Context: an optimization exercise on an open-source flow, tuned for small area, a short achievable clock period and few clock cycles per item. The choices shown serve that exercise and are no tape-out recipe. Only simulation tests tie the RTL to the original design; equivalence was not proved. The clock port is modelled as an ideal driver; clocking choices that lean on that would not hold on a real chip.

Design neurona_mac, start of the top module:
module neurona_mac #(
    parameter int Signo     = 1,
    parameter int Magnitud  = 7,
    parameter int Precision = 24,
    parameter int Width     = Signo + Magnitud + Precision,
    parameter int NEntradas = 4
) (
    input  logic             CLK,
    input  logic             RST,
    input  logic             Inicio,
    input  logic [Width-1:0] Sesgo,
    input  logic             EntradaValida,
    input  logic [Width-1:0] Entrada,
    input  logic [Width-1:0] Peso,
    output logic             Ocupado,
    output logic             Listo,
    output logic [Width-1:0] Salida,
    output logic             Error
);
Size: roughly 3100 cells after synthesis, ~32000 um2 of cells after synthesis.
export LEC_CHECK = 0
export CAP_MARGIN = 20
export CORE_MARGIN = 2
export CORE_UTILIZATION = 40
export SLEW_MARGIN = 20
export SYNTH_HIERARCHICAL = 1
export TNS_END_PERCENT = 0
create_clock -name core_clock -period 13.5 [get_ports {CLK}]
standard.sh (not shown) runs the stock make flow with config.mk's settings and CLKGATE_MAP_FILE= SYNTH_SCRIPT=/design/flow/synth_recipe.tcl, a recipe that flattens the netlist after the stock synthesis.
==> flow/flow/run.sh <==
#!/bin/bash
set -euo pipefail
MARGIN=$(cat flow/margin.txt)
bash standard.sh SETUP_SLACK_MARGIN=$MARGIN \
  "BUFFER_PORTS_ARGS=-buffer_cell sky130_fd_sc_hd__buf_1" \
  "POST_CTS_TCL=$PWD/flow/post_cts.tcl" \
  finish > orfs_make.log 2>&1
==> flow/flow/margin.txt <==
9.7
==> flow/flow/post_cts.tcl <==
# Extra setup repair after CTS: the same margin as the flow's own repair, with more passes,
# then legalize the placement again.
log_cmd repair_timing -setup -setup_margin $::env(SETUP_SLACK_MARGIN) -repair_tns 0 \
  -max_passes 200 -max_iterations 2000 -match_cell_footprint -verbose
log_cmd detailed_placement
check_placement -verbose
The first run passed the timing, design-rule and antenna checks.
Testbench counts at the start, summed over its fixed seeds: cycles 3,584, items 512.
Change:
--- a/flow/design.v
+++ b/flow/design.v
@@ -1688,37 +1688,78 @@
     wire [34:0] smax = acc_q + 35'h07FFFFFFF;
     wire [34:0] smin = acc_q + 35'h780000000;
     wire [34:0] ssat = sg2_q ? smin : smax;
     wire [34:0] acc_d = povf ? ssat : sraw;
     wire        osat = !((&ssat[34:31]) || !(|ssat[34:31]));
     wire [32:0] craw = oraw ? {1'b1, sraw_neg ? 32'h80000000 : 32'h7FFFFFFF} : {1'b0, sraw[31:0]};
     wire [32:0] csat = osat ? {1'b1, ssat[34] ? 32'h80000000 : 32'h7FFFFFFF} : {1'b0, ssat[31:0]};
     wire [32:0] cfin = povf ? csat : craw;
+    localparam bit SELMOD = 0;
+    localparam bit TAIL = 1;
+    wire [31:0] salida_d;
+    wire [31:0] satk0 = {st0[3], {31{~st0[3]}}};
+    wire [31:0] satk1 = {st1[3], {31{~st1[3]}}};
+    genvar gb;
+    generate
+        if (SELMOD) begin : g_selmod
+            for (gb = 0; gb < 32; gb++) begin : g_sel
+                neurona_mac_selb u_selb (.s(sraw[gb]), .c(c31), .o0(ovf0), .o1(ovf1), .k0(satk0[gb]),
+                                         .k1(satk1[gb]), .pv(povf), .cs(csat[gb]), .en(fin),
+                                         .q(salida_q[gb]), .y(salida_d[gb]));
+            end
+        end else if (TAIL) begin : g_tail
+            for (gb = 0; gb < 4; gb++) begin : g_sl
+                neurona_mac_sal8 u_sal8 (.s(sraw[8*gb+7:8*gb]), .cs(csat[8*gb+7:8*gb]),
+                                         .q(salida_q[8*gb+7:8*gb]), .k0(satk0[8*gb+7:8*gb]),
+                                         .k1(satk1[8*gb+7:8*gb]), .c(c31), .o0(ovf0), .o1(ovf1),
+                                         .pv(povf), .en(fin), .y(salida_d[8*gb+7:8*gb]));
+            end
+        end
+    endgenerate
     always_ff @(posedge CLK) begin
         if (libre_q) acc_q <= {{3{Sesgo[31]}}, Sesgo};
         else if (v2_q || GATE) acc_q <= acc_d;
     end
     always_ff @(posedge CLK or posedge RST) begin
         if (RST) begin
             err_q    <= 1'b0;
             salida_q <= 32'd0;
             error_q  <= 1'b0;
         end else begin
             if (libre_q) err_q <= 1'b0;
             else if (v2_q || GATE) err_q <= err_q | povf;
-            if (fin) salida_q <= cfin[31:0];
+            salida_q <= salida_d;
             if (fin) error_q <= err_q | povf | cfin[32];
         end
     end
     assign Ocupado = ocupado_q;
     assign Listo   = listo_q;
     assign Salida  = salida_q;
     assign Error   = error_q;
 endmodule
+module neurona_mac_sal8 (
+    input  logic [7:0] s,
+    input  logic [7:0] cs,
+    input  logic [7:0] q,
+    input  logic [7:0] k0,
+    input  logic [7:0] k1,
+    input  logic       c,
+    input  logic       o0,
+    input  logic       o1,
+    input  logic       pv,
+    input  logic       en,
+    output logic [7:0] y
+);
+    logic       sel;
+    logic [7:0] k;
+    assign sel = c ? o1 : o0;
+    assign k   = c ? k1 : k0;
+    assign y   = !en ? q : pv ? cs : sel ? k : s;
+endmodule
 module neurona_mac_fa (
     input  logic a,
     input  logic b,
     input  logic c,
     output logic s,
     output logic co
 );
     assign s  = a ^ b ^ c;
Result:
- design area came out higher by 3.5%
- non-clock buffer count goes up by 7
- first-iteration DRC count went up by 2.8%
- worst setup slack is worse by 180 ps
- synthesized area goes up by 3.6%
- global-route usage barely changes
- register-to-register slack got worse by 180 ps
Testbench counts after the change, summed over its fixed seeds: cycles 3,584, items 512.

Another version of the RTL of neurona_mac (not shown whole).
Size: ~3,300 cells after synthesis, ~140 I/O pins, ~34,000 um2 of cells after synthesis.
==> flow/config.mk <==
export PLATFORM = sky130hd
export DESIGN_NAME = neurona_mac
export DESIGN_NICKNAME = neurona_mac
export VERILOG_FILES = /design/flow/design.v
export SDC_FILE = /design/flow/constraint.sdc
export NUM_CORES = 4
export LEC_CHECK = 0
export CAP_MARGIN = 20
export CORE_MARGIN = 2
export CORE_UTILIZATION = 40
export SLEW_MARGIN = 20
export SYNTH_HIERARCHICAL = 1
export TNS_END_PERCENT = 0
==> flow/constraint.sdc <==
create_clock -name core_clock -period 13.5 [get_ports {CLK}]
set_input_delay 2.7000 -clock core_clock [delete_from_list [all_inputs] [get_ports {CLK}]]
set_output_delay 2.7000 -clock core_clock [all_outputs]
set_load 0.01 [all_outputs]
==> flow/flow/run.sh <==
#!/bin/bash
set -euo pipefail
MARGIN=$(cat flow/margin.txt)
bash standard.sh SETUP_SLACK_MARGIN=$MARGIN \
  "BUFFER_PORTS_ARGS=-buffer_cell sky130_fd_sc_hd__buf_4" \
  finish > orfs_make.log 2>&1
Scripts as last shown in full above: flow/flow/margin.txt
Testbench counts at the start, summed over its fixed seeds: cycles 3,584, items 512.
Rerun with:
--- a/flow/design.v
+++ b/flow/design.v
@@ -1698,23 +1698,23 @@
     wire [8:0] pt0 = pa[63:55] + pb[63:55];
         wire [8:0] pt1 = pa[63:55] + pb[63:55] + 9'd1;
         wire       povf = ph_c31 ? !((&pt1) || !(|pt1)) : !((&pt0) || !(|pt0));
     wire [34:0] smax = acc_q + 35'h07FFFFFFF;
     wire [34:0] smin = acc_q + 35'h780000000;
     wire [34:0] ssat = sg2_q ? smin : smax;
     wire [34:0] acc_d = povf ? ssat : sraw;
     wire        osat = !((&ssat[34:31]) || !(|ssat[34:31]));
     wire [32:0] craw = oraw ? {1'b1, sraw_neg ? 32'h80000000 : 32'h7FFFFFFF} : {1'b0, sraw[31:0]};
     wire [32:0] csat = osat ? {1'b1, ssat[34] ? 32'h80000000 : 32'h7FFFFFFF} : {1'b0, ssat[31:0]};
     wire [32:0] cfin = povf ? csat : craw;
-    localparam bit SELMOD = 1;
+    localparam bit SELMOD = 0;
     wire [31:0] salida_d;
     wire [31:0] satk0 = {st0[3], {31{~st0[3]}}};
     wire [31:0] satk1 = {st1[3], {31{~st1[3]}}};
     genvar gb;
     generate
         for (gb = 0; gb < 32; gb++) begin : g_sel
             neurona_mac_selb u_selb (.s(sraw[gb]), .c(c31), .o0(ovf0), .o1(ovf1), .k0(satk0[gb]),
                                      .k1(satk1[gb]), .pv(povf), .cs(csat[gb]), .en(fin),
                                      .q(salida_q[gb]), .y(salida_d[gb]));
         end
     endgenerate
What happened: Wire length came out lower by 7.2%; final area went down by about 6%; synthesized cell count drops by about 6.4%; sequential share of layout area goes up by 1.1 points; via count goes down by about 8%; setup slack gains 120 ps; critical path depth fell by 8; clock-buffer cell count grows by 1; global-route usage goes down by 0.58 points; maximum frequency climbs by 2.9%.
Testbench counts after the change, summed over its fixed seeds: cycles 3,584, items 512.

==> afterwards: timing with drivers on the ports <==
The flow's constraints put no driver on any port. The routed layouts listed below were extracted and timed again, unchanged, in two steps.
Step 1 sets driving cells, clkbuf_16 on the clock port and buf_2 on the other inputs (assumed; they add their load-dependent delay and slew).
Step 2 moves the port delays by t, midway between the first and last clock arrival at a register: inputs arrive t later, outputs are due t later. That takes back most of the time a late clock gives input paths.
a / b / c = ideal / step 1 / step 2; a / b = the first two.
run	t (ns)	setup WS [ns]	pins driven straight from the clock port
the first run of note 1	0.624	9.589 / 9.585 / 9.090	1
the second run of note 1	0.633	9.410 / 9.410 / 8.999	1
the first run of note 2	0.634	9.159 / 9.159 / 8.843	1
the second run of note 2	0.639	9.280 / 9.280 / 8.782	1
After both steps setup and hold are still met in every run listed. For the first run of note 1, which loses most, drivers alone change the setup slack by -0.004 ns; drivers and shift together by -0.499 ns.
